From an optimization exercise on the open Yosys and OpenROAD flow, aimed at small area; shortcuts taken in it are not production practice.
Where RTL was checked, it was by simulation tests only, not by an equivalence proof against the original.
The RTL of run 4 was laid out without a check of its function.
Power figures rest on the tool's default switching activity, not on a simulated workload.

==> design/flow/design.v <==
`default_nettype none
package dlx_isa_pkg;
   localparam int data_width     = 32;
   localparam int pc_width       = 20;
   localparam int reg_addr_width = 5;
   localparam int imm_width      = 16;
   localparam int opcode_width   = 6;
   localparam int func_width     = 6;
   localparam int alu_op_width   = 3;
   localparam int opcode_lsb = 26;
   localparam int rs1_lsb    = 21;
   localparam int rs2_lsb    = 16;
   localparam int rd_lsb     = 11;
   typedef logic [data_width-1:0]     data_t;
   typedef logic [pc_width-1:0]       pc_t;
   typedef logic [reg_addr_width-1:0] reg_addr_t;
   localparam pc_t pc_reset = '0;
   typedef enum logic [opcode_width-1:0] {
      op_rtype = 6'h00,
      op_beqz  = 6'h04,
      op_bnez  = 6'h05,
      op_addi  = 6'h08,
      op_lw    = 6'h23,
      op_sw    = 6'h2b
   } opcode_e;
   typedef enum logic [func_width-1:0] {
      fn_add = 6'h20,
      fn_sub = 6'h22,
      fn_and = 6'h24,
      fn_or  = 6'h25,
      fn_xor = 6'h26,
      fn_slt = 6'h2a
   } func_e;
   typedef enum logic [alu_op_width-1:0] {
      alu_add,
      alu_sub,
      alu_and,
      alu_or,
      alu_xor,
      alu_slt
   } alu_op_e;
endpackage
`default_nettype wire
`default_nettype none
package dlx_pipe_pkg;
   typedef enum logic [1:0] {
      fwd_none,
      fwd_ex_mem,
      fwd_mem_wb
   } fwd_sel_e;
   typedef struct packed {
      logic      valid;
      logic [2:0] alu_op;
      logic      use_imm;
      logic [31:0] imm;
      logic [31:0] a;
      logic [31:0] b;
      logic [4:0] rs1;
      logic [4:0] rs2;
      logic [4:0] rd;
      logic      reg_wr_en;
      logic      mem_rd_en;
      logic      mem_wr_en;
      logic      is_branch;
      logic      branch_on_zero;
      logic [19:0] next_pc;
   } id_ex_t;
   typedef struct packed {
      logic [31:0] alu_data;
      logic [31:0] store_data;
      logic [4:0] rd;
      logic      reg_wr_en;
      logic      mem_rd_en;
      logic      mem_wr_en;
   } ex_mem_t;
   typedef struct packed {
      logic [31:0] alu_data;
      logic [4:0] rd;
      logic      reg_wr_en;
      logic      mem_to_reg;
   } mem_wb_t;
   typedef struct packed {
      logic [4:0] rd;
      logic      wr_en;
      logic [31:0] data;
   } wb_t;
   typedef struct packed {
      logic take;
      logic [19:0]target;
   } redirect_t;
endpackage
`default_nettype wire
`timescale 1ns/1ns
`default_nettype none
module reg_file (
   input  logic       clk,
   input  logic [4:0] rd_addr,
   input  logic [4:0] wr_addr,
   input  logic       wr_en,
   input  logic       wr_all,
   input  logic [3:0] wr_data,
   output logic [3:0] rd_data
);
   logic [3:0] tap [32];
   assign tap[0] = 4'b0;
   for (genvar i = 1; i < 32; i++) begin : g_reg
      logic [31:0] q;
      logic        hit;
      assign hit    = wr_all || (wr_en && wr_addr == 5'(i));
      assign tap[i] = q[3:0];
      always_ff @(posedge clk) begin
         q <= {hit ? wr_data : q[3:0], q[31:4]};
      end
   end
   assign rd_data = tap[rd_addr];
endmodule
`default_nettype wire
`timescale 1ns/1ns
`default_nettype none
module dlx_core (
   input  logic        clk,
   input  logic        arst_n,
   output logic        instr_rd_en,
   output logic [19:0] instr_addr,
   input  logic [31:0] instruction,
   output logic        data_rd_en,
   output logic        data_wr_en,
   output logic [31:0] data_addr,
   input  logic [31:0] data_read,
   output logic [31:0] data_write
);
   localparam logic [1:0] st_f1  = 2'd0;
   localparam logic [1:0] st_f2  = 2'd1;
   localparam logic [1:0] st_hold = 2'd2;  
   localparam logic [1:0] st_bub = 2'd3;   
   logic [2:0]  ph;
   logic [1:0]  st;
   logic        clr_q;
   logic        rd_en_q;
   logic [19:0] pc;
   logic        carry_q;
   logic        zacc_q;
   logic        lt_q;
   logic        pend_q;
   logic [4:0]  srd_q;
   logic [27:0] asr;
   logic [31:0] bsr;
   logic ph0, ph6, ph7;
   assign ph0 = (ph == 3'd0);
   assign ph6 = (ph == 3'd6);
   assign ph7 = (ph == 3'd7);
   logic [5:0] opc, fn;
   logic is_r, is_addi, is_lw, is_sw, is_beqz, is_bnez;
   logic f_add, f_sub, f_and, f_or, f_xor, f_slt, known_r;
   assign opc     = instruction[31:26];
   assign fn      = instruction[5:0];
   assign is_r    = (opc == 6'h00);
   assign is_addi = (opc == 6'h08);
   assign is_lw   = (opc == 6'h23);
   assign is_sw   = (opc == 6'h2b);
   assign is_beqz = (opc == 6'h04);
   assign is_bnez = (opc == 6'h05);
   assign f_add   = is_r && (fn == 6'h20);
   assign f_sub   = is_r && (fn == 6'h22);
   assign f_and   = is_r && (fn == 6'h24);
   assign f_or    = is_r && (fn == 6'h25);
   assign f_xor   = is_r && (fn == 6'h26);
   assign f_slt   = is_r && (fn == 6'h2a);
   assign known_r = f_add || f_sub || f_and || f_or || f_xor || f_slt;
   logic needs_b, fb, fx, fw, last, hold;
   assign needs_b = known_r || is_sw;
   assign hold = pend_q && ph0 && (st == st_f1) && is_addi;
   assign fb   = (st == st_f1) && needs_b;
   assign fx   = ((st == st_f1) && !needs_b && !hold) || ((st == st_f2) && needs_b);
   assign fw   = (st == st_f2) && !needs_b;
   assign last = (fx && !is_lw) || fw;
   logic [3:0] a, a_rf, b, wd;
   logic [4:0] wa, ra;
   logic       we, slt_wr;
   assign slt_wr = pend_q && ph0;
   assign wa = slt_wr ? srd_q : (is_r ? instruction[15:11] : instruction[20:16]);
   assign ra = fb ? instruction[20:16] : instruction[25:21];
   assign b  = bsr[3:0];
   assign a  = {a_rf[3:1], a_rf[0] || (slt_wr && lt_q && ra == srd_q)};
   reg_file reg_file_i (
      .clk     (clk),
      .rd_addr (ra),
      .wr_addr (wa),
      .wr_en   (we),
      .wr_all  (clr_q),
      .wr_data (wd),
      .rd_data (a_rf)
   );
   logic [3:0] imm_nib, bsel, bop, res;
   logic [4:0] sum;
   logic       sub_mode, cin, lt;
   always_comb begin
      case (ph)
         3'd0:    imm_nib = instruction[3:0];
         3'd1:    imm_nib = instruction[7:4];
         3'd2:    imm_nib = instruction[11:8];
         3'd3:    imm_nib = instruction[15:12];
         default: imm_nib = {4{instruction[15]}};
      endcase
   end
   assign sub_mode = f_sub || f_slt;
   assign bsel     = is_r ? b : imm_nib;
   assign bop      = bsel ^ {4{sub_mode}};
   assign cin      = ph0 ? sub_mode : carry_q;
   assign sum      = {1'b0, a} + {1'b0, bop} + {4'b0, cin};
   assign lt       = (a[3] ^ b[3]) ? a[3] : sum[3];
   always_comb begin
      if (f_and)      res = a & b;
      else if (f_or)  res = a | b;
      else if (f_xor) res = a ^ b;
      else            res = sum[3:0];
   end
   always_comb begin
      we = 1'b0;
      wd = 4'b0;
      if (slt_wr) begin
         we = 1'b1;
         wd = {3'b0, lt_q};
      end else if (fx) begin
         we = is_addi || known_r;
         wd = f_slt ? 4'b0 : res;
      end else if (fw) begin
         we = 1'b1;
         wd = ph0 ? data_read[3:0] : bsr[3:0];
      end
   end
   assign data_addr  = {sum[3:0], asr};
   assign data_write = {bsr[3:0], bsr[31:4]};
   assign data_rd_en = fx && ph7 && is_lw && !clr_q;
   assign data_wr_en = fx && ph7 && is_sw && !clr_q;
   logic zero, taken, pc_inc, go;
   logic [19:0] pc_add;
   assign go     = (st != st_bub) && (st != st_hold);
   assign zero   = !(zacc_q || (a != 4'b0));
   assign taken  = go && fx && ph7 && ((is_beqz && zero) || (is_bnez && !zero));
   assign pc_inc = go && ph6 && last;
   assign pc_add = ph[0] ? {{4{instruction[15]}}, instruction[15:0]} : 20'd4;
   assign instr_addr  = pc;
   assign instr_rd_en = rd_en_q;
   always_ff @(posedge clk) begin
      carry_q <= sum[4];
      zacc_q  <= (!ph0 && zacc_q) || (a != 4'b0);
      lt_q    <= lt;
      srd_q   <= instruction[15:11];
      asr <= {sum[3:0], asr[27:4]};
      if (fw && ph0) bsr <= {bsr[3:0], data_read[31:4]};
      else           bsr <= {fb ? a : bsr[3:0], bsr[31:4]};
   end
   always_ff @(posedge clk or negedge arst_n) begin
      if (!arst_n) begin
         ph      <= 3'd0;
         st      <= st_bub;
         clr_q   <= 1'b1;
         pend_q  <= 1'b0;
         rd_en_q <= 1'b0;
         pc      <= 20'd0;
      end else begin
         ph      <= ph + 3'd1;
         rd_en_q <= 1'b1;
         pend_q  <= ph7 && fx && f_slt && (instruction[15:11] != 5'd0);
         if (pc_inc || taken) pc <= pc + pc_add;
         if (hold) st <= st_hold;
         if (ph7) begin
            clr_q <= 1'b0;
            if (!go || last) st <= taken ? st_bub : st_f1;
            else             st <= st_f2;
         end
      end
   end
endmodule
`default_nettype wire
==> design/flow/flow/run.sh <==
#!/bin/bash
# The standard layout (the standard.sh: ORFS from synthesis to finish)
# with two changes: the port buffers use the smallest buffer cell, and
# clock tree synthesis uses clkbuf_8 clusters and adds no dummy loads.
set -euo pipefail
export BUFFER_PORTS_ARGS="-buffer_cell sky130_fd_sc_hd__buf_1"
export CTS_ARGS="-sink_clustering_enable -repair_clock_nets -dont_use_dummy_load -buf_list sky130_fd_sc_hd__clkbuf_8 -sink_clustering_size 20 -sink_clustering_max_diameter 50"
bash standard.sh > standard_flow.log 2>&1
==> design/flow/standard.sh <==
#!/bin/bash
# synth_recipe.tcl (not shown) runs the flow's synth.tcl, then flattens the netlist and writes it again
# the make line also repeats each setting of config.mk as NAME=value (left out here)
make -C /OpenROAD-flow-scripts/flow DESIGN_CONFIG=/design/flow/config.mk WORK_HOME=/design/flow/orfs CLKGATE_MAP_FILE= SYNTH_SCRIPT=/design/flow/synth_recipe.tcl "${@:-finish}"
==> design/flow/config.mk <==
export PLATFORM = sky130hd
export DESIGN_NAME = dlx_core
export DESIGN_NICKNAME = dlx_core
export VERILOG_FILES = /design/flow/design.v
export SDC_FILE = /design/flow/constraint.sdc
export NUM_CORES = 4
export LEC_CHECK = 0
export CAP_MARGIN = 20
export CORE_MARGIN = 2
export CORE_UTILIZATION = 40
export PLACE_DENSITY = 0.6
export SLEW_MARGIN = 20
==> design/flow/constraint.sdc <==
create_clock -name core_clock -period 10.0 [get_ports {clk}]
set_input_delay 2.0000 -clock core_clock [delete_from_list [all_inputs] [get_ports {clk}]]
set_output_delay 2.0000 -clock core_clock [all_outputs]
set_load 0.01 [all_outputs]
==> flow_summary.yaml, run 1 <==
cts:
  htreeDepth: 3
  cts_buffers: 80
  worstSkewPairLatency_ns: 0.73
  cts.sinks: 1088
  tritoncts: "built"
  cts_hold_buffers: 0
  cts_buffer_depth: 3
  clkTransAtPathRegs_ns: 0.11
  cts_resized: 0
  post_cts_buffers: 0
  root_buffer: "clkbuf_8"
floorplanning:
  rows: 98
  coreArea_um2: 71200
  ios: 153
  die_x_um: 272
  fp.dieArea_um2: 73900
  start_util_pct: 40.3
  die_h_um: 272
sta:
  rsz0062_at_grt: "false"
  finClkSkew_ns: 0.105
  max_slew_margin_pct: 25.7
  max_freq_ghz: 0.113
  setup_viol: 0
  finalMaxSlewViolations: 0
  worst_pin_slew_ns: 1.11
  timing.final.crit_share_pct: 88.7
  period_needed_ns: 8.87
  finalSetupTns_ns: 0
  hold_viol: 0
critical_path:
  critPathSlowestCell: "nand2_1"
  worstPathCellList: "buf_1 > or3b_1 > nor2_1 > nand2_1 > nand2_1 > o21ai_0 > nand3_1 > a21oi_1 > a2111oi_0 > and4_1 > inv_1 > fa_1 > fa_1 > xor2_1 > buf_1"
  r2r_end: "reg_file_i.g_reg[2].q[30]$_DFF_P_"
  reg2reg_setup_slack_ns: 3.81
  worstReg2RegStart: "st[1]$_DFFE_PN1P_"
  cp.arrival_ns: 6.87
  critPathKind: "primary input to output port"
  setup.worst_path.start: "instruction[28]"
  critPathLaunchType: "primary input"
  path_max_fanout: 16
  critPathBufInv: 3
  rr_worst_depth: 20
  endpoint: "data_addr[30]"
  crit_path_end_kind: "output port"
  cp_top_family: "simple AND/OR/NAND/NOR gates"
  path_depth: 15
  worst-endpoint-required_ns: 8.00
  max_stage_delay_ns: 0.61
layout:
  n_fill_cell: 6462
  drive_gt1_share_pct: 13.6
  nets: 2322
  area_growth_pct: 9.64
route:
  num_vias: 15100
  final_antenna_net_count: 0
  post-route-drc-count: 0
  detail_route.wl_per_cell_um: 21.1
  dr.pass1.iters: 5
  drt_iter0_drc: 1067
  routed_wirelength_um: 66700
  routed_via_density: 4.75
logic_synthesis:
  synth_compound_area_share_pct: 6.29
  synth_top_cell_area_share_pct: 74.0
  synth_nets: 2130
  synth_cells: 2025
  ys_warn_count: 3
  synth_most_common_cell: "dfxtp_1"
  postSynth.asyncResetShare_pct: 2.57
  ys_seq_elements: 1088
  synth_top_cells_by_area: "dfxtp_1 (74%), mux2_2 (6.7%), dfrtp_1 (2.2%)"
  synth_edf_count: 0
  syn_area_per_cell_um2: 14.2
  synth-seq-area-share_pct: 76.4
  synth-xor-area-share_pct: 0.855
  synth_top_family_by_area: "multiplexers"
  synth_ff_type: "dfxtp_1"
  synth_area_um2: 28700
  muxShareOfSynthArea_pct: 7.41
  synth_common_cells: "dfxtp_1 (1060), mux2_2 (171), nor2_1 (70), a21oi_1 (69), nand2_1 (63)"
  yosysTopAreaCell: "dfxtp_1"
  yosysUniqueCellTypes: 86
  synthSimpleGateAreaFrac_pct: 5.88
  synthAdderAreaFrac_pct: 1.78
power_and_ir_drop:
  p_per_area_nw_per_um2: 231
  power.leakage_uw: 0.0125
  power_uw: 7280
  ir_drop_uv: 114
placement:
  portBuffers: 152
  gp_congestion: 0.897
  dp_hpwl_um: 49000
global_route:
  grt_usage_pct: 18.1
  grt_max_degree: 35
  antenna_found_initial: 4
  grt_pass1_vias: 15300
  grt_remaining_overflow: 0
  grt_pass1_wl_um: 98100
hold_path:
  hold_class: "register to register"
flow_run:
  drv_cap: 0
status:
  status: "finished clean"
## final cells by class
cell class,count,area (um2),share of cell area (%)
flip-flops and latches,1088,21900,69.7
multi-input cells,842,6390,20.3
well taps,950,1190,3.78
clock buffers,80,1100,3.50
repair buffers,171,713,2.27
inverters,34,128,0.406
diodes,2,5.00,0.0159
## cell families (layout without fill, tap and decap cells)
logic type               count (synthesis)  in the layout
AND/OR/NAND/NOR                        321            321
adder cells (fa/ha/maj)                 39             39
XOR/XNOR                                28             28
AO/OA/AOI/OAI                          263            263
other                                    1              3
multiplexers                           190            190
flip-flops                            1088           1088
buffers and inverters                   95            285
## sequential cells by signal (all words and copies together), names as in the netlist, 2 cells and up
signal          count
reg_file_i.g.q    992
pc                 20
asr                28
ph                  3
srd_q               5
st                  2
bsr                32
## metrics by stage
| stage | util (%) | hold slack (ns) | std cells | cell area, um2 | worst slack (ns) |
|---|---|---|---|---|---|
| 2_1_floorplan | - | 0.310 | 2025 | 28700 | 2.22 |
| 3_3_place_gp | 42.6 | 0.310 | 3085 | 30300 | 1.26 |
| 3_5_place_dp | 42.6 | 0.312 | 3085 | 30300 | 1.16 |
| 4_1_cts | 44.1 | 0.266 | 3165 | 31400 | 1.15 |
| 5_1_grt | 44.2 | 0.250 | 3167 | 31500 | 0.689 |
| 6_report | 44.2 | 0.266 | 3167 | 31500 | 1.13 |
## power breakdown
| group | total (uW) | leakage, uW | internal [uW] | switching, uW |
|---|---|---|---|---|
| combinational | 677 | 0.00297 | 243 | 433 |
| clock | 1920 | 0.000575 | 718 | 1200 |
| sequential | 4680 | 0.00894 | 4570 | 118 |
| total | 7280 | 0.0125 | 5530 | 1750 |
## routing by layer
metal / global-route usage, % / vias to the layer above / share of wire [%] / wire length [um]
li1: - / 7238 / - / -
met1: 23.8 / 7288 / 46 / 30700
met2: 30.0 / 421 / 46 / 30800
met3: 3.22 / 112 / 4.7 / 3140
met4: 6.46 / 0 / 3.1 / 2060
met5: 0 / - / 0 / 0
## cells in the final DEF (no fill, tap or decap), types with 6 or more instances in the layout
cell type / count
nand4_1: 12
clkbuf_8: 80
o21ai_0: 42
a22oi_1: 10
mux2_1: 9
a211oi_1: 10
a222oi_1: 8
xnor2_1: 20
nor2b_1: 18
dfrtp_1: 25
and3_1: 6
nand3_1: 30
mux2i_1: 10
nor4_1: 10
a31oi_1: 18
nor3_1: 32
or2_2: 10
and2_1: 21
dfxtp_1: 1060
a21o_1: 12
buf_1: 152
inv_1: 33
nand2_1: 62
a32oi_1: 7
o21a_1: 8
ha_1: 36
nand2b_1: 11
mux2_2: 171
xor2_1: 8
nor2_1: 67
a21oi_1: 69
buf_4: 19
## worst min-delay path by stage
stage | cells after the start | slack, ns | start | end
finish | 0 | 0.27 | reg_file_i.g_reg[30].q[24]$_DFF_P_ | reg_file_i.g_reg[30].q[20]$_DFF_P_
detailed placement | 0 | 0.31 | reg_file_i.g_reg[5].q[5]$_DFF_P_ | reg_file_i.g_reg[5].q[1]$_DFF_P_
CTS | 0 | 0.27 | reg_file_i.g_reg[30].q[24]$_DFF_P_ | reg_file_i.g_reg[30].q[20]$_DFF_P_
floorplan | 0 | 0.31 | reg_file_i.g_reg[10].q[4]$_DFF_P_ | reg_file_i.g_reg[10].q[0]$_DFF_P_
global placement | 0 | 0.31 | reg_file_i.g_reg[25].q[19]$_DFF_P_ | reg_file_i.g_reg[25].q[15]$_DFF_P_
global route | 0 | 0.25 | reg_file_i.g_reg[15].q[29]$_DFF_P_ | reg_file_i.g_reg[15].q[25]$_DFF_P_
==> run 2: changes to the inputs <==
--- a/design/flow/config.mk
+++ b/design/flow/config.mk
@@ -11,2 +11,3 @@
 export PLACE_DENSITY = 0.6
 export SLEW_MARGIN = 20
+export SYNTH_HIERARCHICAL = 1
==> run 2 against run 1 <==
Cell count shrank 4.5%. Non-clock buffer count shrank 8. Worst setup slack lost 0.61 ns. Sequential power shrank 0.9%. Routed wire length shrank 17%. Final area shrank 2.1%. First-iteration DRC count shrank 17%. Global-route usage shrank 3.0 points. Sequential share of layout area grew 1.5 points. Utilization is essentially flat. Highest routed layer unchanged.
==> flow_summary.yaml, run 2 <==
logic_synthesis:
  synth_cells: 1890
  ys_seq_elements: 1088
  synth_nets: 1995
  ys_warn_count: 9
  yosysTopAreaCell: "dfxtp_1"
  synth_most_common_cell: "dfxtp_1"
  synth_area_um2: 28100
  syn_area_per_cell_um2: 14.9
  synth_top_cell_area_share_pct: 75.5
  synth_top_cells_by_area: "dfxtp_1 (75%), mux2_2 (6.6%), dfrtp_1 (2.2%)"
  synth_common_cells: "dfxtp_1 (1060), mux2_2 (165), a21oi_1 (67), nor2_1 (55), nand2_1 (52)"
  synth-seq-area-share_pct: 78.0
  synth_ff_type: "dfxtp_1"
  postSynth.asyncResetShare_pct: 2.57
  yosysUniqueCellTypes: 84
  synth_edf_count: 0
cts:
  root_buffer: "clkbuf_8"
  tritoncts: "built"
  htreeDepth: 3
  cts_hold_buffers: 0
  worstSkewPairLatency_ns: 0.70
  cts_buffers: 82
  cts_buffer_depth: 3
  clkTransAtPathRegs_ns: 0.10
  cts_resized: 0
  post_cts_buffers: 0
  cts.sinks: 1088
critical_path:
  critPathLaunchType: "primary input"
  cp.arrival_ns: 7.48
  rr_worst_depth: 22
  critPathKind: "primary input to output port"
  path_max_fanout: 22
  worst-endpoint-required_ns: 8.00
  crit_path_end_kind: "output port"
floorplanning:
  die_x_um: 269
  coreArea_um2: 69800
  start_util_pct: 40.3
  fp.dieArea_um2: 72400
  die_h_um: 269
  rows: 97
  ios: 153
placement:
  gp_congestion: 0.888
  dp_hpwl_um: 38900
  dp.cells: 2939
  portBuffers: 152
  place_area_um2: 29700
layout:
  largest_reg_flops: 992
  reg_top3: "reg_file_i.g.q: 992 flops, bsr: 32 flops, asr: 28 flops"
  fin_area_um2: 30800
  final_common_cell: "dfxtp_1"
  drive_gt1_share_pct: 14.3
  area_growth_pct: 9.54
  nets: 2188
  layout_common_cells: "dfxtp_1 (1060), mux2_2 (165), buf_1 (152)"
  regMostFlops: "reg_file_i.g.q"
  layout.cells.non_filler: 3023
power_and_ir_drop:
  p_switching_uw: 1690
  combPwrFrac_pct: 8.2
  ir_drop_uv: 104
  switching_share_pct: 23.5
  p_seq_share_pct: 64.6
  p_per_area_nw_per_um2: 233
  clkPwrFrac_pct: 27.1
  p_int_uw: 5490
  power.leakage_uw: 0.0123
sta:
  timing.final.crit_share_pct: 94.8
  worst_pin_slew_ns: 0.960
  finalSetupTns_ns: 0
  hold_viol: 0
  period_needed_ns: 9.48
  max_slew_margin_pct: 35.5
  finClkSkew_ns: 0.0918
  max_freq_ghz: 0.105
  rsz0062_at_grt: "false"
  setup_viol: 0
  finalMaxSlewViolations: 0
route:
  dr.pass1.iters: 7
  routed_wirelength_um: 55200
  detail_route.wl_per_cell_um: 18.3
  post-route-drc-count: 0
  routed_via_density: 4.57
  final_antenna_net_count: 0
  drt_iter0_drc: 883
  num_vias: 13800
status:
  status: "finished clean"
hold_path:
  hold_class: "register to register"
  holdPathStages: 0
global_route:
  grt_usage_pct: 15.1
  grt_remaining_overflow: 0
  grt_max_degree: 35
  antenna_found_initial: 1
  grt_pass1_wl_um: 83600
  grt_pass1_vias: 13700
flow_run:
  drv_cap: 0
[run 2: cell types whose count changed after synthesis, moves of 10 or more]
cell      before  now
a31oi_1       18    8
clkbuf_1      50   29
mux2i_1       10   28
nand2_1       63   52
nand3_1       30   17
nor2_1        70   55
[run 2: worst paths after layout]
| path | from | endpoint | slack (ns) |
|---|---|---|---|
| hold reg to reg | reg_file_i.g_reg[7].q[27]$_DFF_P_ | reg_file_i.g_reg[7].q[23]$_DFF_P_ | 0.26 |
| setup / recovery | instruction[0] | data_addr[30] | 0.52 |
| max in group asynchronous | arst_n | st[1]$_DFFE_PN1P_ | 8.28 |
| min in group asynchronous | arst_n | pc[2]$_DFFE_PN0P_ | 1.35 |
| setup reg to reg | st[0]$_DFFE_PN1P_ | reg_file_i.g_reg[19].q[31]$_DFF_P_ | 3.47 |
| hold / removal | reg_file_i.g_reg[7].q[27]$_DFF_P_ | reg_file_i.g_reg[7].q[23]$_DFF_P_ | 0.26 |
[run 2: logic make-up (layout without fill, tap and decap cells)]
logic type               count (synthesis)  after routing  share of synthesized area [%]
other                                    1              3                         0.0133
buffers and inverters                   80            271                           1.41
AND/OR/NAND/NOR                        251            251                           4.73
XOR/XNOR                                25             25                          0.779
AO/OA/AOI/OAI                          200            200                           4.83
adder cells (fa/ha/maj)                 39             39                           1.82
multiplexers                           206            206                           8.45
flip-flops                            1088           1088                           78.0
[run 2: cell type report]
cell class / instances / area, um2
antenna: 2 / 5.00
clock buffer: 82 / 1130
fill: 6305 / 39000
inverter: 26 / 97.6
multi-input combinational: 722 / 5810
sequential: 1088 / 21900
tap: 940 / 1180
timing repair buffer: 163 / 653
[run 2: modules after synthesis, one instance, submodules excluded]
module	cells inside	copies in the design	flops+latches
dlx_core	539	1	96
reg_file	1351	1	992
[run 2: routing by layer]
layer	vias up	global-route usage (%)	routed length, um
li1	6701	-	-
met1	6619	20.7	26400
met2	403	23.8	24400
met3	102	2.99	2810
met4	0	5.75	1560
met5	-	0	0
[run 2: per-stage QoR]
step           hold WS (ns)  total power (uW)  utilization (%)  setup WS (ns)
2_1_floorplan         0.310              5070                -           1.72
3_3_place_gp          0.310              5330             42.5          0.722
3_5_place_dp          0.312              5340             42.5          0.595
4_1_cts               0.271              7280             44.1          0.574
5_1_grt               0.273              7510             44.1          0.237
6_report              0.259              7180             44.1          0.516
[run 2: power by group through the flow]
stage | combinational, uW | clock, uW | sequential [uW]
floorplan | 334 | 0 | 4740
global placement | 592 | 0 | 4740
detailed placement | 594 | 0 | 4740
CTS | 598 | 2040 | 4640
global route | 649 | 2190 | 4660
finish | 591 | 1950 | 4640
[run 2: worst max-delay path, stage by stage]
cell      delay, ns
buf_1          0.08
buf_4          0.18
nand2b_1       0.18
or2_0          0.34
a21o_4         0.30
a21oi_4        0.32
mux2i_1        0.30
inv_1          0.40
and2_4         0.35
a22o_1         0.23
a22oi_1        0.22
o22ai_1        0.13
or4_1          0.61
a21oi_1        0.31
inv_1          0.14
fa_1           0.49
fa_1           0.43
xor2_1         0.27
buf_1          0.20
==> run 3: changes to the inputs <==
--- a/design/flow/design.v
+++ b/design/flow/design.v
@@ -90,4 +90,31 @@
    } redirect_t;
 endpackage
+`default_nettype wire
+`timescale 1ns/1ns
+`default_nettype none
+module fetch_stage (
+   input  logic        clk,
+   input  logic        arst_n,
+   input  logic        upd,
+   input  logic        add_imm,
+   input  logic [15:0] imm,
+   output logic [19:0] pc
+);
+   logic [19:0] pc_add, pc_next;
+   logic [20:0] pc_c;
+   assign pc_add = add_imm ? {{4{imm[15]}}, imm} : 20'd4;
+   assign pc_c[0] = 1'b0;
+   for (genvar i = 0; i < 20; i++) begin : g_add
+      assign pc_next[i] = pc[i] ^ pc_add[i] ^ pc_c[i];
+      assign pc_c[i+1]  = (pc[i] & pc_add[i]) | (pc_c[i] & (pc[i] ^ pc_add[i]));
+   end
+   always_ff @(posedge clk or negedge arst_n) begin
+      if (!arst_n) begin
+         pc <= 20'd0;
+      end else if (upd) begin
+         pc <= pc_next;
+      end
+   end
+endmodule
 `default_nettype wire
 `timescale 1ns/1ns
@@ -208,5 +235,11 @@
    assign bop      = bsel ^ {4{sub_mode}};
    assign cin      = ph0 ? sub_mode : carry_q;
-   assign sum      = {1'b0, a} + {1'b0, bop} + {4'b0, cin};
+   logic [4:0] alu_c;
+   assign alu_c[0] = cin;
+   for (genvar i = 0; i < 4; i++) begin : g_alu_add
+      assign sum[i]     = a[i] ^ bop[i] ^ alu_c[i];
+      assign alu_c[i+1] = (a[i] & bop[i]) | (alu_c[i] & (a[i] ^ bop[i]));
+   end
+   assign sum[4] = alu_c[4];
    assign lt       = (a[3] ^ b[3]) ? a[3] : sum[3];
    always_comb begin
@@ -235,10 +268,16 @@
    assign data_wr_en = fx && ph7 && is_sw && !clr_q;
    logic zero, taken, pc_inc, go;
-   logic [19:0] pc_add;
    assign go     = (st != st_bub) && (st != st_hold);
    assign zero   = !(zacc_q || (a != 4'b0));
    assign taken  = go && fx && ph7 && ((is_beqz && zero) || (is_bnez && !zero));
    assign pc_inc = go && ph6 && last;
-   assign pc_add = ph[0] ? {{4{instruction[15]}}, instruction[15:0]} : 20'd4;
+   fetch_stage fetch_i (
+      .clk     (clk),
+      .arst_n  (arst_n),
+      .upd     (pc_inc || taken),
+      .add_imm (ph[0]),
+      .imm     (instruction[15:0]),
+      .pc      (pc)
+   );
    assign instr_addr  = pc;
    assign instr_rd_en = rd_en_q;
@@ -259,10 +298,8 @@
          pend_q  <= 1'b0;
          rd_en_q <= 1'b0;
-         pc      <= 20'd0;
       end else begin
-         ph      <= ph + 3'd1;
+         ph      <= {ph[2] ^ (ph[1] & ph[0]), ph[1] ^ ph[0], !ph[0]};
          rd_en_q <= 1'b1;
          pend_q  <= ph7 && fx && f_slt && (instruction[15:11] != 5'd0);
-         if (pc_inc || taken) pc <= pc + pc_add;
          if (hold) st <= st_hold;
          if (ph7) begin
==> run 3 against run 2 <==
Still clean. Worst setup slack got worse by 0.21 ns. Utilization rose by 0.11 points. Synthesized area fell by 1.8%. Critical endpoint is now fetch_i.pc[19]$_DFFE_PN0P_. Largest cell class unchanged. Largest power group unchanged. Highest routed layer unchanged.
==> flow_summary.yaml, run 3 <==
cts:
  clkTransAtPathRegs_ns: 0.09
  root_buffer: "clkbuf_8"
  tritoncts: "built"
  cts.sinks: 1088
  cts_buffers: 82
  htreeDepth: 3
  post_cts_buffers: 0
  cts_resized: 0
  cts_hold_buffers: 0
  worstSkewPairLatency_ns: 0.69
  cts_buffer_depth: 3
placement:
  dp_hpwl_um: 35300
  dp.cells: 2793
  portBuffers: 152
  gp_congestion: 0.877
floorplanning:
  rows: 96
  start_util_pct: 40.3
  fp.dieArea_um2: 71200
  die_h_um: 267
  coreArea_um2: 68500
  die_x_um: 267
  ios: 153
hold_path:
  hold_class: "register to register"
sta:
  max_freq_ghz: 0.103
  hold_ws_ns: 0.254
  rsz0062_at_grt: "false"
  period_needed_ns: 9.70
  hold_viol: 0
  finalSetupTns_ns: 0
  setup_viol: 0
  finalMaxSlewViolations: 0
  max_slew_margin_pct: 28.7
  timing.final.crit_share_pct: 97.0
  worst_pin_slew_ns: 1.07
  finClkSkew_ns: 0.0875
layout:
  area_growth_pct: 9.69
  n_fill_cell: 6139
  multi_input_area_um2: 5310
  largest_reg_flops: 992
  final_util_pct: 44.2
  drive_gt1_share_pct: 14.8
  reg_top3: "reg_file_i.g.q: 992 flops, bsr: 32 flops, asr: 28 flops"
  final_common_cell: "dfxtp_1"
  regArea_um2: 21900
  nets: 2098
  layout_common_cells: "dfxtp_1 (1060), mux2_2 (172), buf_1 (152)"
  layout.cells.non_filler: 2878
  regMostFlops: "reg_file_i.g.q"
flow_run:
  drv_cap: 0
logic_synthesis:
  synth_top_cells_by_area: "dfxtp_1 (77%), mux2_2 (7.0%), dfrtp_1 (2.3%)"
  postSynth.asyncResetShare_pct: 2.57
  synth_top_cell_area_share_pct: 76.8
  syn_area_per_cell_um2: 15.4
  synth_area_um2: 27600
  synth_cells: 1793
  synth_common_cells: "dfxtp_1 (1060), mux2_2 (172), a21oi_1 (60), nor2_1 (39), nand2_1 (36)"
  synth_most_common_cell: "dfxtp_1"
  yosysTopAreaCell: "dfxtp_1"
  ys_warn_count: 10
  synth-seq-area-share_pct: 79.4
  synth_ff_type: "dfxtp_1"
  yosysUniqueCellTypes: 76
  synth_edf_count: 0
  synth_nets: 1896
  ys_seq_elements: 1088
route:
  post-route-drc-count: 0
  drt_iter0_drc: 790
  routed_wirelength_um: 51800
  final_antenna_net_count: 0
  routed_via_density: 4.60
  num_vias: 13200
  detail_route.wl_per_cell_um: 18.0
  dr.pass1.iters: 5
critical_path:
  path_max_fanout: 2
  worst-endpoint-required_ns: 10.54
  cp.arrival_ns: 10.24
  critPathLaunchType: "primary input"
  crit_path_end_kind: "register"
  critPathKind: "primary input to register"
global_route:
  grt_remaining_overflow: 0
  grt_pass1_wl_um: 78600
  grt_max_degree: 34
  grt_usage_pct: 14.6
  antenna_found_initial: 3
  grt_pass1_vias: 13400
power_and_ir_drop:
  power.leakage_uw: 0.0121
  ir_drop_uv: 146
  p_per_area_nw_per_um2: 234
status:
  status: "finished clean"
==> run 3: cell count changes after synthesis, moves of 8 or more <==
cell / before / now
fa_1: 3 / 22
ha_1: 36 / 15
mux2_4: 8 / 0
nand2_1: 52 / 36
nor2_1: 55 / 39
nor3_1: 23 / 15
o21ai_0: 36 / 17
xnor2_1: 16 / 7
==> run 3: power by group <==
group          switching [uW]  internal (uW)
Clock                    1220            736
Combinational             343            188
Sequential               92.7           4520
==> run 3: cell type report <==
type                    count  area share, %
diodes                      3         0.0248
clock buffers              82           3.73
inverters                  32          0.397
multi-input cells         623           17.5
flip-flops and latches   1088           72.4
well taps                 882           3.64
repair buffers            168           2.28
==> run 3: layer usage <==
layer / wire [um] / up-vias / GRT usage [%]
met5: 0 / - / 0
met4: 1340 / 0 / 5.00
met3: 2780 / 101 / 3.11
met2: 23200 / 389 / 23.2
met1: 24500 / 6384 / 19.8
li1: - / 6368 / -
==> run 3: logic make-up after synthesis <==
logic type | Yosys count | share of synthesized area (%)
DFF | 1088 | 79.4
and+or+nand+nor | 206 | 4.20
muxes | 202 | 8.30
AOI/OAI and AO/OA | 167 | 4.13
buffers and inverters | 82 | 1.37
adders and majority gates | 37 | 2.27
xor gates and xnor gates | 10 | 0.317
other | 1 | 0.0136
==> run 3: path summary, 6_finish.rpt <==
| path | startpoint | to | slack [ns] | cells past startpoint |
|---|---|---|---|---|
| worst min register to register | reg_file_i.g_reg[13].q[10]$_DFF_P_ | reg_file_i.g_reg[13].q[6]$_DFF_P_ | 0.25 | 0 |
| max in group asynchronous | arst_n | clr_q$_DFFE_PN1N_ | 8.29 | 2 |
| worst max register to register | ph[0]$_DFF_PN0_ | fetch_i.pc[19]$_DFFE_PN0P_ | 1.39 | 25 |
| min in group asynchronous | arst_n | fetch_i.pc[6]$_DFFE_PN0P_ | 1.33 | 2 |
| worst min-delay path | reg_file_i.g_reg[13].q[10]$_DFF_P_ | reg_file_i.g_reg[13].q[6]$_DFF_P_ | 0.25 | 0 |
| worst max-delay path | instruction[0] | fetch_i.pc[19]$_DFFE_PN0P_ | 0.30 | 26 |
==> run 3: through the flow <==
step | total power (uW) | instance area (um2) | setup WS, ns
final | 7090 | 30300 | 0.305
after global routing | 7410 | 30300 | 0.0158
after CTS | 7190 | 30300 | 0.276
after detailed placement | 5250 | 29200 | -0.369
after global placement | 5240 | 29200 | -0.300
after floorplan | 4990 | 27600 | 0.0857
==> run 3: worst max-delay path: stages <==
cell and delay, ns:
buf_1 0.08, and2_1 0.15, ha_1 0.17, inv_1 0.07, fa_1 0.20, fa_1 0.18, inv_1 0.05, fa_1 0.41
fa_1 0.44, fa_1 0.43, fa_1 0.43, fa_1 0.46, fa_1 0.44, fa_1 0.43, fa_1 0.44, fa_1 0.43
fa_1 0.42, fa_1 0.42, fa_1 0.42, fa_1 0.42, fa_1 0.43, fa_1 0.43, fa_1 0.42, nand4b_1 0.19
o21ai_2 0.12, xor2_1 0.15
==> run 3: modules after synthesis, one instance, submodules excluded <==
module       cells  flops+latches
dlx_core       355             76
fetch_stage     87             20
reg_file      1351            992
==> run 4: changes to the inputs <==
--- a/design/flow/design.v
+++ b/design/flow/design.v
@@ -120,6 +120,49 @@
 `timescale 1ns/1ns
 `default_nettype none
+module rf_dec (
+   input  logic [4:0]  addr,
+   output logic [31:1] sel
+);
+   for (genvar i = 1; i < 32; i++) begin : g_sel
+      assign sel[i] = (addr == 5'(i));
+   end
+endmodule
+module rf_hit (
+   input  logic sel,
+   input  logic en,
+   input  logic all,
+   output logic h,
+   output logic hn
+);
+   assign hn = !(all || (en && sel));
+   assign h  = !hn;
+endmodule
+module rf_wmux (
+   input  logic       h,
+   input  logic       hn,
+   input  logic [3:0] d,
+   input  logic [3:0] t,
+   output logic [3:0] y_n
+);
+   assign y_n = ~(({4{h}} | t) & ({4{hn}} | d));
+endmodule
+module rf_aoi3 (
+   input  logic [2:0] s,
+   input  logic [2:0] d,
+   output logic       y_n
+);
+   assign y_n = !(|(s & d));
+endmodule
+module rf_aoi2 (
+   input  logic [1:0] s,
+   input  logic [1:0] d,
+   output logic       y_n
+);
+   assign y_n = !(|(s & d));
+endmodule
 module reg_file (
    input  logic       clk,
+   input  logic       arst_n,
+   input  logic       frame_end,
    input  logic [4:0] rd_addr,
    input  logic [4:0] wr_addr,
@@ -129,16 +172,86 @@
    output logic [3:0] rd_data
 );
-   logic [3:0] tap [32];
-   assign tap[0] = 4'b0;
+   logic [31:1] rsel, wsel;
+   logic [3:0]  tap [32];
+   logic [3:0]  wd_p, rd_raw;
+   logic        par;
+   always_ff @(posedge clk or negedge arst_n) begin
+      if (!arst_n) begin
+         par <= 1'b0;
+      end else begin
+         par <= par ^ frame_end;
+      end
+   end
+   assign wd_p = wr_data ^ {4{par}};
+   rf_dec rdec_i (.addr(rd_addr), .sel(rsel));
+   rf_dec wdec_i (.addr(wr_addr), .sel(wsel));
    for (genvar i = 1; i < 32; i++) begin : g_reg
       logic [31:0] q;
-      logic        hit;
-      assign hit    = wr_all || (wr_en && wr_addr == 5'(i));
+      logic [3:0]  nin;
+      logic        h, hn;
+      rf_hit  hit_i  (.sel(wsel[i]), .en(wr_en), .all(wr_all), .h(h), .hn(hn));
+      rf_wmux wmux_i (.h(h), .hn(hn), .d(wd_p), .t(q[3:0]), .y_n(nin));
       assign tap[i] = q[3:0];
       always_ff @(posedge clk) begin
-         q <= {hit ? wr_data : q[3:0], q[31:4]};
+         q <= {nin, q[31:4]};
+      end
+   end
+   for (genvar b = 0; b < 4; b++) begin : g_rd
+      logic [10:0] grp_n;
+      for (genvar k = 0; k < 9; k++) begin : g_grp3
+         rf_aoi3 aoi_i (
+            .s   (rsel[3*k+3:3*k+1]),
+            .d   ({tap[3*k+3][b], tap[3*k+2][b], tap[3*k+1][b]}),
+            .y_n (grp_n[k])
+         );
+      end
+      for (genvar k = 0; k < 2; k++) begin : g_grp2
+         rf_aoi2 aoi_i (
+            .s   (rsel[2*k+29:2*k+28]),
+            .d   ({tap[2*k+29][b], tap[2*k+28][b]}),
+            .y_n (grp_n[9+k])
+         );
       end
+      assign rd_raw[b] = !(&grp_n);
+   end
+   assign rd_data = rd_raw ^ {4{par && rd_addr != 5'd0}};
+endmodule
+`default_nettype wire
+`timescale 1ns/1ns
+`default_nettype none
+module execute_stage (
+   input  logic       clk,
+   input  logic       first,
+   input  logic [3:0] a,
+   input  logic [3:0] b,
+   input  logic       sub_mode,
+   input  logic       op_and,
+   input  logic       op_or,
+   input  logic       op_xor,
+   output logic [3:0] sum,
+   output logic [3:0] res,
+   output logic       lt
+);
+   logic       carry_q;
+   logic [3:0] bop, p, g;
+   logic [4:0] c;
+   assign bop  = b ^ {4{sub_mode}};
+   assign c[0] = first ? sub_mode : carry_q;
+   assign p = a ^ bop;
+   assign g = a & bop;
+   for (genvar i = 0; i < 4; i++) begin : g_add
+      assign sum[i] = p[i] ^ c[i];
+      assign c[i+1] = g[i] | (c[i] & p[i]);
+   end
+   assign lt = (a[3] ^ b[3]) ? a[3] : sum[3];
+   always_comb begin
+      if (op_and)      res = g;
+      else if (op_or)  res = p | g;
+      else if (op_xor) res = p;
+      else             res = sum;
+   end
+   always_ff @(posedge clk) begin
+      carry_q <= c[4];
    end
-   assign rd_data = tap[rd_addr];
 endmodule
 `default_nettype wire
@@ -166,5 +279,4 @@
    logic        rd_en_q;
    logic [19:0] pc;
-   logic        carry_q;
    logic        zacc_q;
    logic        lt_q;
@@ -212,4 +324,6 @@
    reg_file reg_file_i (
       .clk     (clk),
+      .arst_n    (arst_n),
+      .frame_end (ph7),
       .rd_addr (ra),
       .wr_addr (wa),
@@ -219,7 +333,6 @@
       .rd_data (a_rf)
    );
-   logic [3:0] imm_nib, bsel, bop, res;
-   logic [4:0] sum;
-   logic       sub_mode, cin, lt;
+   logic [3:0] imm_nib, bsel, res, sum;
+   logic       sub_mode, lt;
    always_comb begin
       case (ph)
@@ -233,20 +346,17 @@
    assign sub_mode = f_sub || f_slt;
    assign bsel     = is_r ? b : imm_nib;
-   assign bop      = bsel ^ {4{sub_mode}};
-   assign cin      = ph0 ? sub_mode : carry_q;
-   logic [4:0] alu_c;
-   assign alu_c[0] = cin;
-   for (genvar i = 0; i < 4; i++) begin : g_alu_add
-      assign sum[i]     = a[i] ^ bop[i] ^ alu_c[i];
-      assign alu_c[i+1] = (a[i] & bop[i]) | (alu_c[i] & (a[i] ^ bop[i]));
-   end
-   assign sum[4] = alu_c[4];
-   assign lt       = (a[3] ^ b[3]) ? a[3] : sum[3];
-   always_comb begin
-      if (f_and)      res = a & b;
-      else if (f_or)  res = a | b;
-      else if (f_xor) res = a ^ b;
-      else            res = sum[3:0];
-   end
+   execute_stage execute_i (
+      .clk      (clk),
+      .first    (ph0),
+      .a        (a),
+      .b        (bsel),
+      .sub_mode (sub_mode),
+      .op_and   (f_and),
+      .op_or    (f_or),
+      .op_xor   (f_xor),
+      .sum      (sum),
+      .res      (res),
+      .lt       (lt)
+   );
    always_comb begin
       we = 1'b0;
@@ -263,5 +373,5 @@
       end
    end
-   assign data_addr  = {sum[3:0], asr};
+   assign data_addr  = {sum, asr};
    assign data_write = {bsr[3:0], bsr[31:4]};
    assign data_rd_en = fx && ph7 && is_lw && !clr_q;
@@ -283,9 +393,8 @@
    assign instr_rd_en = rd_en_q;
    always_ff @(posedge clk) begin
-      carry_q <= sum[4];
       zacc_q  <= (!ph0 && zacc_q) || (a != 4'b0);
       lt_q    <= lt;
       srd_q   <= instruction[15:11];
-      asr <= {sum[3:0], asr[27:4]};
+      asr <= {sum, asr[27:4]};
       if (fw && ph0) bsr <= {bsr[3:0], data_read[31:4]};
       else           bsr <= {fb ? a : bsr[3:0], bsr[31:4]};
==> run 4 against run 3 <==
Register-to-register slack improved by 0.04 ns. Synthesized area decreased by 2.9%. Global-route usage increased by 0.16 points. Critical path type is now primary input to output port. Highest routed layer unchanged.
==> flow_summary.yaml, run 4 <==
status:
  status: "finished clean"
route:
  dr.pass1.iters: 8
  routed_wirelength_um: 52000
  drt_iter0_drc: 1116
  post-route-drc-count: 0
  final_antenna_net_count: 0
  detail_route.wl_per_cell_um: 18.2
  routed_via_density: 4.76
  num_vias: 13600
floorplanning:
  rows: 94
  coreArea_um2: 66100
  ios: 153
  start_util_pct: 40.6
  die_x_um: 263
  die_h_um: 263
  fp.dieArea_um2: 69100
global_route:
  grt_pass1_vias: 13100
  antenna_found_initial: 0
  grt_remaining_overflow: 0
  grt_usage_pct: 14.8
  grt_max_degree: 65
  grt_pass1_wl_um: 77500
cts:
  clkTransAtPathRegs_ns: 0.10
  cts.sinks: 1089
  cts_hold_buffers: 0
  htreeDepth: 3
  worstSkewPairLatency_ns: 0.69
  tritoncts: "built"
  cts_buffers: 78
  cts_buffer_depth: 3
  root_buffer: "clkbuf_8"
logic_synthesis:
  synth_top_cell_area_share_pct: 79.1
  ys_seq_elements: 1089
  postSynth.asyncResetShare_pct: 2.66
  synth-seq-area-share_pct: 81.9
  syn_area_per_cell_um2: 15.3
  synth_area_um2: 26800
  synth_cells: 1755
  synth_nets: 1858
  synth_most_common_cell: "dfxtp_1"
  synth_common_cells: "dfxtp_1 (1060), o22ai_1 (124), nor2_1 (85), mux2_2 (60), a21oi_1 (46)"
  synth_edf_count: 0
  yosysTopAreaCell: "dfxtp_1"
  ys_warn_count: 11
  yosysUniqueCellTypes: 61
  synth_ff_type: "dfxtp_1"
  synth_top_cells_by_area: "dfxtp_1 (79%), o22ai_1 (2.9%), mux2_2 (2.5%)"
flow_run:
  drv_cap: 0
layout:
  area_growth_pct: 11.1
  final_common_cell: "dfxtp_1"
  drive_gt1_share_pct: 10.3
  fin_area_um2: 29800
  nets: 2096
  layout_common_cells: "dfxtp_1 (1060), buf_1 (151), o22ai_1 (124)"
  reg_top3: "reg_file_i.g.q: 992 flops, bsr: 32 flops, asr: 28 flops"
  regMostFlops: "reg_file_i.g.q"
  n_antenna_cell: 0
  largest_reg_flops: 992
placement:
  place_area_um2: 28700
  dp_hpwl_um: 35300
  gp_congestion: 0.907
  portBuffers: 152
sta:
  worst_pin_slew_ns: 1.02
  max_slew_margin_pct: 32.0
  max_freq_ghz: 0.102
  period_needed_ns: 9.77
  finalSetupTns_ns: 0
  timing.final.crit_share_pct: 97.7
  finalMaxSlewViolations: 0
  setup_viol: 0
  finClkSkew_ns: 0.0769
  hold_viol: 0
critical_path:
  crit_path_end_kind: "output port"
  cp.arrival_ns: 7.77
  critPathKind: "primary input to output port"
  worst-endpoint-required_ns: 8.00
  path_max_fanout: 9
  critPathLaunchType: "primary input"
power_and_ir_drop:
  p_per_area_nw_per_um2: 238
  ir_drop_uv: 139
  power.leakage_uw: 0.0119
hold_path:
  hold_class: "register to register"
==> run 4: cell count changes in the layout (fill, tap and decap cells not counted), moves of 13 or more <==
cell      delta
a22oi_1     -22
xor2_1      +13
a21o_1      +31
o22ai_1    +115
mux2i_1     -26
o21ai_0     -13
a21oi_1     -14
nor2_1      +46
mux2_2     -114
a222oi_1    +39
==> run 4: metal layers <==
layer | GRT usage (%) | up-vias | routed length, um
met4 | 6.10 | 0 | 1830
met1 | 20.1 | 6481 | 24100
met2 | 22.6 | 497 | 22600
met3 | 3.50 | 131 | 3500
li1 | - | 6467 | -
met5 | 0 | - | 0
==> run 4: final cells by class <==
type / instances / area, um2
Clock buffer: 78 / 1070
Fill cell: 5894 / 36300
Inverter: 28 / 105
Multi-Input combinational cell: 619 / 4790
Sequential cell: 1089 / 21900
Tap cell: 864 / 1080
Timing Repair Buffer: 177 / 785
==> run 4: path summary, 6_finish.rpt <==
path                                                  start                                to  slack, ns  cells after the start
max                                         instruction[26]                     data_addr[31]       0.23                     22
min                        reg_file_i.g_reg[6].q[5]$_DFF_P_  reg_file_i.g_reg[6].q[1]$_DFF_P_       0.25                      0
max reg2reg                                 ph[0]$_DFF_PN0_        fetch_i.pc[19]$_DFFE_PN0P_       1.43                     25
min reg2reg                reg_file_i.g_reg[6].q[5]$_DFF_P_  reg_file_i.g_reg[6].q[1]$_DFF_P_       0.25                      0
max in group asynchronous                            arst_n        fetch_i.pc[19]$_DFFE_PN0P_       8.11                      1
min in group asynchronous                            arst_n          reg_file_i.par$_DFF_PN0_       1.37                      1
==> run 4: Yosys stat by module, one instance, submodules excluded, a selection <==
module / cells inside / cell area (um2)
reg_file: 1021 / 20100
dlx_core: 272 / 2990
execute_stage: 53 / 428
rf_hit: 2 / 12.5
rf_wmux: 4 / 25.0
rf_aoi2: 1 / 12.5
==> run 4: power breakdown <==
| group | total [uW] | switching, uW | internal, uW | leakage, uW |
|---|---|---|---|---|
| logic | 479 | 308 | 171 | 0.00218 |
| clock network | 1900 | 1200 | 701 | 0.000561 |
| registers | 4720 | 120 | 4600 | 0.00912 |
==> run 4: per-stage QoR <==
stage,util [%],std cells,hold slack (ns),total power [uW],worst slack (ns)
2_1_floorplan,-,1755,0.310,5020,0.0642
3_5_place_dp,43.4,2774,0.312,5300,-0.330
3_3_place_gp,43.4,2774,0.309,5290,-0.289
4_1_cts,45.0,2852,0.257,7180,0.0860
5_1_grt,45.1,2855,0.251,7390,-0.00927
6_report,45.1,2855,0.253,7100,0.232
==> run 4: kinds of logic (layout without fill, tap and decap cells) <==
| family | Yosys count | in the layout | synth area share [%] |
|---|---|---|---|
| multiplexers | 60 | 60 | 2.52 |
| AND/OR/NAND/NOR | 210 | 210 | 4.15 |
| AO/OA/AOI/OAI | 289 | 289 | 7.66 |
| flip-flops | 1089 | 1089 | 81.9 |
| XOR/XNOR | 21 | 21 | 0.686 |
| buffers and inverters | 47 | 283 | 0.733 |
| adder cells (fa/ha/maj) | 38 | 38 | 2.38 |
| other | 1 | 1 | 0.0140 |
==> run 4: timing repair <==
| item | 4_1_cts | 5_1_grt |
|---|---|---|
| resized for setup | 0 | 6 |
| setup buffers | 0 | 3 |
| endpoints found under the setup margin | 0 | 1 |
==> run 4: worst max-delay path, stage by stage <==
cell and delay, ns:
buf_1 0.11, or4_4 0.60, nor4b_4 0.32, o21ai_1 0.15
and2_1 0.19, nor3_2 0.12, buf_4 0.22, mux2_4 0.38
nand3b_1 0.28, nor2_1 0.17, a222oi_1 0.47, nand4_1 0.19
nor3_2 0.28, xor2_1 0.25, a41o_1 0.19, fa_1 0.19
inv_1 0.05, fa_1 0.42, fa_1 0.41, inv_1 0.08
fa_1 0.50, buf_1 0.18
==> run 5: changes to the inputs <==
--- a/design/flow/design.v
+++ b/design/flow/design.v
@@ -143,7 +143,7 @@
    input  logic [3:0] d,
    input  logic [3:0] t,
-   output logic [3:0] y_n
+   output logic [3:0] y
 );
-   assign y_n = ~(({4{h}} | t) & ({4{hn}} | d));
+   assign y = ({4{h}} & d) | ({4{hn}} & t);
 endmodule
 module rf_aoi3 (
@@ -163,6 +163,4 @@
 module reg_file (
    input  logic       clk,
-   input  logic       arst_n,
-   input  logic       frame_end,
    input  logic [4:0] rd_addr,
    input  logic [4:0] wr_addr,
@@ -174,14 +172,5 @@
    logic [31:1] rsel, wsel;
    logic [3:0]  tap [32];
-   logic [3:0]  wd_p, rd_raw;
-   logic        par;
-   always_ff @(posedge clk or negedge arst_n) begin
-      if (!arst_n) begin
-         par <= 1'b0;
-      end else begin
-         par <= par ^ frame_end;
-      end
-   end
-   assign wd_p = wr_data ^ {4{par}};
+   assign tap[0] = 4'b0;
    rf_dec rdec_i (.addr(rd_addr), .sel(rsel));
    rf_dec wdec_i (.addr(wr_addr), .sel(wsel));
@@ -191,5 +180,5 @@
       logic        h, hn;
       rf_hit  hit_i  (.sel(wsel[i]), .en(wr_en), .all(wr_all), .h(h), .hn(hn));
-      rf_wmux wmux_i (.h(h), .hn(hn), .d(wd_p), .t(q[3:0]), .y_n(nin));
+      rf_wmux wmux_i (.h(h), .hn(hn), .d(wr_data), .t(q[3:0]), .y(nin));
       assign tap[i] = q[3:0];
       always_ff @(posedge clk) begin
@@ -213,7 +202,6 @@
          );
       end
-      assign rd_raw[b] = !(&grp_n);
+      assign rd_data[b] = !(&grp_n);
    end
-   assign rd_data = rd_raw ^ {4{par && rd_addr != 5'd0}};
 endmodule
 `default_nettype wire
@@ -324,6 +312,4 @@
    reg_file reg_file_i (
       .clk     (clk),
-      .arst_n    (arst_n),
-      .frame_end (ph7),
       .rd_addr (ra),
       .wr_addr (wa),
--- a/design/flow/config.mk
+++ b/design/flow/config.mk
@@ -6,8 +6,8 @@
 export NUM_CORES = 4
 export LEC_CHECK = 0
-export CAP_MARGIN = 20
+export CAP_MARGIN = 0
 export CORE_MARGIN = 2
 export CORE_UTILIZATION = 40
 export PLACE_DENSITY = 0.6
-export SLEW_MARGIN = 20
+export SLEW_MARGIN = 0
 export SYNTH_HIERARCHICAL = 1
==> run 5 against run 4 <==
Register-to-register slack worse by 0.24 ns. Count of clock-buffer cells in the layout decreased by 4. Combinational power decreased by 7.7%.
==> flow_summary.yaml, run 5 <==
cts:
  htreeDepth: 3
  root_buffer: "clkbuf_8"
  tritoncts: "built"
  post_cts_buffers: 0
  cts_buffer_depth: 3
  cts.sinks: 1088
  worstSkewPairLatency_ns: 0.69
  clkTransAtPathRegs_ns: 0.11
  cts_buffers: 74
critical_path:
  crit_path_end_kind: "register"
  critPathMostFrequentCell: "fa_1"
  critPathLaunchType: "primary input"
  critPathKind: "primary input to register"
  path_max_fanout: 2
  reg2reg_setup_slack_ns: 1.19
  worstReg2RegStart: "ph[0]$_DFF_PN0_"
  cp.arrival_ns: 10.14
  critPathSlowestCell: "fa_1"
  setup.worst_path.start: "instruction[0]"
  max_stage_delay_ns: 0.44
  worst-endpoint-required_ns: 10.57
global_route:
  grt_remaining_overflow: 0
  grt_usage_pct: 14.8
  grt_pass1_wl_um: 78600
  grt_pass1_vias: 13400
  grt_max_degree: 66
  antenna_found_initial: 0
floorplanning:
  ios: 153
  die_x_um: 264
  coreArea_um2: 67000
  die_h_um: 264
  fp.dieArea_um2: 69600
  start_util_pct: 40.3
  rows: 95
sta:
  finalMaxSlewViolations: 0
  max_freq_ghz: 0.104
  timing.final.crit_share_pct: 95.8
  finClkSkew_ns: 0.0677
  hold_viol: 0
  hold_ws_ns: 0.286
  period_needed_ns: 9.58
  setup_viol: 0
  worst_pin_slew_ns: 1.09
  max_slew_margin_pct: 27.1
  rsz0062_at_grt: "false"
logic_synthesis:
  synth_most_common_cell: "dfxtp_1"
  yosysTopAreaCell: "dfxtp_1"
  synth_nets: 1839
  synth-seq-area-share_pct: 81.2
  yosysUniqueCellTypes: 59
  synth_top_cell_area_share_pct: 78.6
  synth_top_cells_by_area: "dfxtp_1 (79%), a22o_1 (4.1%), mux2_2 (2.5%)"
  synth_ff_type: "dfxtp_1"
  ys_warn_count: 11
  syn_area_per_cell_um2: 15.6
  synth_common_cells: "dfxtp_1 (1060), a22o_1 (125), nor2_1 (80), mux2_2 (61), a21oi_1 (49)"
  ys_seq_elements: 1088
  synth_cells: 1736
  synth_edf_count: 0
  synth_area_um2: 27000
  postSynth.asyncResetShare_pct: 2.57
layout:
  final_common_cell: "dfxtp_1"
  reg_top3: "reg_file_i.g.q: 992 flops, bsr: 32 flops, asr: 28 flops"
  n_antenna_cell: 0
  area_growth_pct: 10.2
  drive_gt1_share_pct: 9.43
  regMostFlops: "reg_file_i.g.q"
  n_fill_cell: 5936
  largest_reg_flops: 992
  nets: 2066
  layout_common_cells: "dfxtp_1 (1060), buf_1 (152), a22o_1 (125)"
placement:
  portBuffers: 152
  dp_hpwl_um: 35100
  gp_congestion: 0.884
route:
  post-route-drc-count: 0
  dr.pass1.iters: 5
  final_antenna_net_count: 0
  routed_via_density: 4.77
  detail_route.wl_per_cell_um: 18.4
  drt_iter0_drc: 940
  routed_wirelength_um: 52100
  num_vias: 13500
power_and_ir_drop:
  clkPwrFrac_pct: 26.9
  power.leakage_uw: 0.0119
  combPwrFrac_pct: 6.4
  p_seq_share_pct: 66.7
  ir_drop_uv: 89.9
  switching_share_pct: 22.8
  power_uw: 6910
  p_per_area_nw_per_um2: 232
  p_switching_uw: 1580
  p_int_uw: 5330
flow_run:
  drv_cap: 0
hold_path:
  hold_start: "reg_file_i.g_reg[23].q[15]$_DFF_P_"
  hold_class: "register to register"
status:
  status: "finished clean"
-- run 5: path summary, 6_finish.rpt --
path	end	cells past startpoint
setup / recovery	fetch_i.pc[19]$_DFFE_PN0P_	26
hold / removal	reg_file_i.g_reg[23].q[11]$_DFF_P_	0
setup reg to reg	fetch_i.pc[19]$_DFFE_PN0P_	25
hold reg to reg	reg_file_i.g_reg[23].q[11]$_DFF_P_	0
max in group asynchronous	st[0]$_DFFE_PN1P_	2
min in group asynchronous	ph[1]$_DFF_PN0_	2
-- run 5: logic make-up after synthesis --
kind of cell             Yosys count  share of synthesized area (%)
AO/OA/AOI/OAI                    288                           8.64
XOR/XNOR                          11                          0.357
adder cells (fa/ha/maj)           38                           2.36
buffers and inverters             44                          0.686
flip-flops                      1088                           81.2
multiplexers                      69                           2.84
other                              1                         0.0139
AND/OR/NAND/NOR                  197                           3.91
-- run 5: repair_timing --
| action | 4_1_cts | 5_1_grt |
|---|---|---|
| endpoints found under the setup margin | 0 | 1 |
| hold buffers | 0 | 0 |
| gates resized for setup | 0 | 1 |
-- run 5: critical path, delay by kind of cell --
kind / cells / cell delay (ns)
compound gates: 1 / 0.11
buf+inv: 3 / 0.23
xor+xnor: 1 / 0.15
simple gates: 2 / 0.36
fa+ha+maj: 19 / 7.30
-- run 5: power by group through the flow --
stage,clock network (uW),logic (uW),registers (uW)
floorplan,0,197,4710
global placement,0,441,4710
detailed placement,0,442,4710
CTS,1940,445,4610
global route,2100,480,4630
finish,1860,442,4610
-- run 5: per-module statistics from Yosys (local to each module, per instance) --
module         cell area (um2)  flops+latches  cells inside  copies in the design
rf_aoi3                   10.0              0             1                    36
dlx_core                  3000             75           266                     1
rf_wmux                   35.0              0             4                    31
rf_dec                     218              0            46                     2
rf_aoi2                   12.5              0             1                     8
execute_stage              428              1            53                     1
fetch_stage               1250             20            87                     1
rf_hit                    12.5              0             2                    31
reg_file                 20000            992          1008                     1
-- run 5: per-stage QoR --
step | std cells | area (um2) | TNS, ns | setup slack [ns] | utilization (%)
final | 2834 | 29700 | 0 | 0.422 | 44.4
after global routing | 2834 | 29700 | 0 | 0.0475 | 44.4
after CTS | 2834 | 29700 | 0 | 0.352 | 44.4
after detailed placement | 2760 | 28700 | -0.568 | -0.338 | 42.9
after global placement | 2760 | 28700 | -0.423 | -0.274 | 42.9
after floorplan | 1736 | 27000 | 0 | 0.0887 | -
-- run 5: area by class of cell --
class	instances	area (um2)	share of cell area, %
clock buffers	74	1020	3.42
inverters	28	105	0.353
multi-input cells	604	4920	16.6
flip-flops and latches	1088	21900	73.7
well taps	873	1090	3.67
repair buffers	167	683	2.30
-- run 5: per-layer routing --
layer	GRT usage, %	vias to the layer above	part of all wire, %
li1	-	6388	-
met1	20.0	6489	46
met2	23.2	540	44
met3	3.20	104	6.8
met4	6.25	0	3.2
met5	0	-	0
==> run 6: changes to the inputs <==
--- a/design/flow/config.mk
+++ b/design/flow/config.mk
@@ -6,8 +6,8 @@
 export NUM_CORES = 4
 export LEC_CHECK = 0
-export CAP_MARGIN = 0
+export CAP_MARGIN = 20
 export CORE_MARGIN = 2
 export CORE_UTILIZATION = 40
 export PLACE_DENSITY = 0.6
-export SLEW_MARGIN = 0
+export SLEW_MARGIN = 20
 export SYNTH_HIERARCHICAL = 1
==> run 6 against run 5 <==
Hold slack worse by 0.00057 ns. Combinational power hardly changed. Critical path type unchanged. Total power hardly changed. Still clean. Largest power group unchanged.
==> flow_summary.yaml, run 6 <==
cts:
  cts_hold_buffers: 0
  root_buffer: "clkbuf_8"
  cts_buffers: 74
  htreeDepth: 3
  clkTransAtPathRegs_ns: 0.11
  cts_resized: 0
  post_cts_buffers: 0
  tritoncts: "built"
  cts.sinks: 1088
  cts_buffer_depth: 3
  worstSkewPairLatency_ns: 0.69
sta:
  period_needed_ns: 9.58
  finClkSkew_ns: 0.0707
  rsz0062_at_grt: "false"
  worst_pin_slew_ns: 1.07
  max_freq_ghz: 0.104
  timing.final.crit_share_pct: 95.8
  finalMaxSlewViolations: 0
  hold_viol: 0
  setup_viol: 0
  max_slew_margin_pct: 28.2
layout:
  final_common_cell: "dfxtp_1"
  n_antenna_cell: 0
  largest_reg_flops: 992
  layout_common_cells: "dfxtp_1 (1060), buf_1 (152), a22o_1 (125)"
  multi_input_area_um2: 4930
  regMostFlops: "reg_file_i.g.q"
  regArea_um2: 21900
  area_growth_pct: 10.2
  nets: 2066
  reg_top3: "reg_file_i.g.q: 992 flops, bsr: 32 flops, asr: 28 flops"
  n_fill_cell: 5936
  drive_gt1_share_pct: 9.48
  fin_area_um2: 29800
logic_synthesis:
  synth_top_cell_area_share_pct: 78.6
  postSynth.asyncResetShare_pct: 2.57
  synth_common_cells: "dfxtp_1 (1060), a22o_1 (125), nor2_1 (80), mux2_2 (61), a21oi_1 (49)"
  synth_most_common_cell: "dfxtp_1"
  yosysTopAreaCell: "dfxtp_1"
  synth_top_cells_by_area: "dfxtp_1 (79%), a22o_1 (4.1%), mux2_2 (2.5%)"
  ys_warn_count: 11
  synth_ff_type: "dfxtp_1"
  synth_area_um2: 27000
  synth-seq-area-share_pct: 81.2
  ys_seq_elements: 1088
  synth_edf_count: 0
  yosysUniqueCellTypes: 59
  syn_area_per_cell_um2: 15.6
  synth_nets: 1839
  synth_cells: 1736
critical_path:
  rr_worst_depth: 25
  critPathKind: "primary input to register"
  crit_path_end_kind: "register"
  cp.arrival_ns: 10.14
  worst-endpoint-required_ns: 10.57
  reg2reg_setup_slack_ns: 1.19
  path_max_fanout: 2
  critPathLaunchType: "primary input"
global_route:
  grt_pass1_vias: 13400
  grt_remaining_overflow: 0
  grt_max_degree: 66
  grt_usage_pct: 14.8
  antenna_found_initial: 0
  grt_pass1_wl_um: 78600
power_and_ir_drop:
  combPwrFrac_pct: 6.4
  switching_share_pct: 22.8
  p_switching_uw: 1580
  clkPwrFrac_pct: 26.9
  p_int_uw: 5330
  ir_drop_uv: 90.3
  power.leakage_uw: 0.0119
  p_seq_share_pct: 66.7
  p_per_area_nw_per_um2: 232
  power_uw: 6910
floorplanning:
  fp.dieArea_um2: 69600
  die_h_um: 264
  rows: 95
  start_util_pct: 40.3
  coreArea_um2: 67000
  die_x_um: 264
  ios: 153
placement:
  dp_hpwl_um: 35100
  gp_congestion: 0.884
  portBuffers: 152
  place_area_um2: 28700
flow_run:
  drv_cap: 0
route:
  dr.pass1.iters: 5
  final_antenna_net_count: 0
  drt_iter0_drc: 992
  detail_route.wl_per_cell_um: 18.4
  routed_via_density: 4.75
  post-route-drc-count: 0
  routed_wirelength_um: 52100
  num_vias: 13500
status:
  status: "finished clean"
hold_path:
  hold_class: "register to register"
  holdPathStages: 0
-- run 6: cell counts after synthesis --
No cell type changed its count.
-- run 6: worst max-delay path: stages --
cell and delay [ns]:
buf_1 0.09, and2_1 0.17, ha_1 0.18, inv_1 0.08
fa_1 0.19, fa_1 0.18, inv_1 0.06, fa_1 0.42
fa_1 0.43, fa_1 0.43, fa_1 0.43, fa_1 0.44
fa_1 0.43, fa_1 0.42, fa_1 0.42, fa_1 0.42
fa_1 0.42, fa_1 0.42, fa_1 0.42, fa_1 0.42
fa_1 0.43, fa_2 0.38, fa_1 0.41, nand4b_1 0.20
o21ai_2 0.11, xor2_1 0.15
-- run 6: routing by layer --
layer	vias up	global-route usage (%)	routed length, um
met1	6450	20.0	24100
li1	6387	-	-
met5	-	0	0
met3	101	3.20	3400
met4	0	6.25	1650
met2	513	23.2	22900
-- run 6: final timing paths --
| path | start | end |
|---|---|---|
| hold reg to reg | reg_file_i.g_reg[23].q[15]$_DFF_P_ | reg_file_i.g_reg[23].q[11]$_DFF_P_ |
| min in group asynchronous | arst_n | ph[1]$_DFF_PN0_ |
| hold / removal | reg_file_i.g_reg[23].q[15]$_DFF_P_ | reg_file_i.g_reg[23].q[11]$_DFF_P_ |
| setup / recovery | instruction[0] | fetch_i.pc[19]$_DFFE_PN0P_ |
| setup reg to reg | ph[0]$_DFF_PN0_ | fetch_i.pc[19]$_DFFE_PN0P_ |
| max in group asynchronous | arst_n | st[0]$_DFFE_PN1P_ |
-- run 6: stage by stage --
stage	TNS [ns]	setup slack, ns	std cells	util [%]	hold slack [ns]
4_1_cts	0	0.352	2834	44.4	0.287
5_1_grt	0	0.0475	2834	44.4	0.293
3_5_place_dp	-0.568	-0.338	2760	42.9	0.312
2_1_floorplan	0	0.0887	1736	-	0.310
6_report	0	0.425	2834	44.4	0.285
3_3_place_gp	-0.423	-0.274	2760	42.9	0.310
-- run 6: logic make-up (layout without fill, tap and decap cells) --
kind of cell,Yosys count,in the layout,share of synthesized area (%)
AOI/OAI and AO/OA,288,288,8.64
xor gates and xnor gates,11,11,0.357
adders and majority gates,38,38,2.36
buffers and inverters,44,269,0.686
DFF,1088,1088,81.2
muxes,69,69,2.84
other,1,1,0.0139
and+or+nand+nor,197,197,3.91
-- run 6: per-module statistics from Yosys, one instance, submodules excluded --
module	cells inside	cell area [um2]	flops+latches	copies in the design
rf_aoi2	1	12.5	0	8
rf_dec	46	218	0	2
rf_aoi3	1	10.0	0	36
rf_wmux	4	35.0	0	31
execute_stage	53	428	1	1
dlx_core	266	3000	75	1
fetch_stage	87	1250	20	1
reg_file	1008	20000	992	1
rf_hit	2	12.5	0	31
-- run 6: layout make-up --
cell class	count	share of cell area [%]
Inverter	28	0.353
Sequential cell	1088	73.7
Tap cell	873	3.67
Timing Repair Buffer	167	2.30
Clock buffer	74	3.42
Multi-Input combinational cell	604	16.6
-- run 6: power by group through the flow --
stage          registers (uW)  clock network (uW)  logic [uW]
6_report                 4610                1860         443
5_1_grt                  4630                2100         480
4_1_cts                  4610                1940         445
3_5_place_dp             4710                   0         442
3_3_place_gp             4710                   0         441
2_1_floorplan            4710                   0         197

separate check: timing with driven ports:
Ports are ideal in the flow. The routed layouts listed here were re-timed in OpenROAD. Step 1 sets driving cells, clkbuf_16 on the clock port and buf_2 on the other inputs (assumed; they add their load-dependent delay and slew). Step 2 moves the port delays by t, midway between the first and last clock arrival at a register: inputs arrive t later, outputs are due t later. That takes back most of the time a late clock gives input paths. a / b / c = ideal / step 1 / step 2; a / b = the first two.
run | shift t [ns] | slack for setup (ns) | clock arrival spread, ns | pins driven straight from the clock port
run 1 | 0.735 | 1.129 / 1.106 / 1.106 | 0.106 / 0.106 | 1
run 2 | 0.716 | 0.516 / 0.480 / 0.480 | 0.092 / 0.091 | 1
run 3 | 0.698 | 0.305 / 0.327 / -0.371 | 0.088 / 0.088 | 1
run 4 | 0.707 | 0.232 / 0.211 / -0.304 | 0.077 / 0.077 | 1
run 5 | 0.712 | 0.422 / 0.461 / -0.251 | 0.068 / 0.068 | 1
run 6 | 0.715 | 0.425 / 0.463 / -0.251 | 0.071 / 0.071 | 1
Met with ideal ports but missed after step 2: setup timing in run 3, run 4, run 5 and run 6.
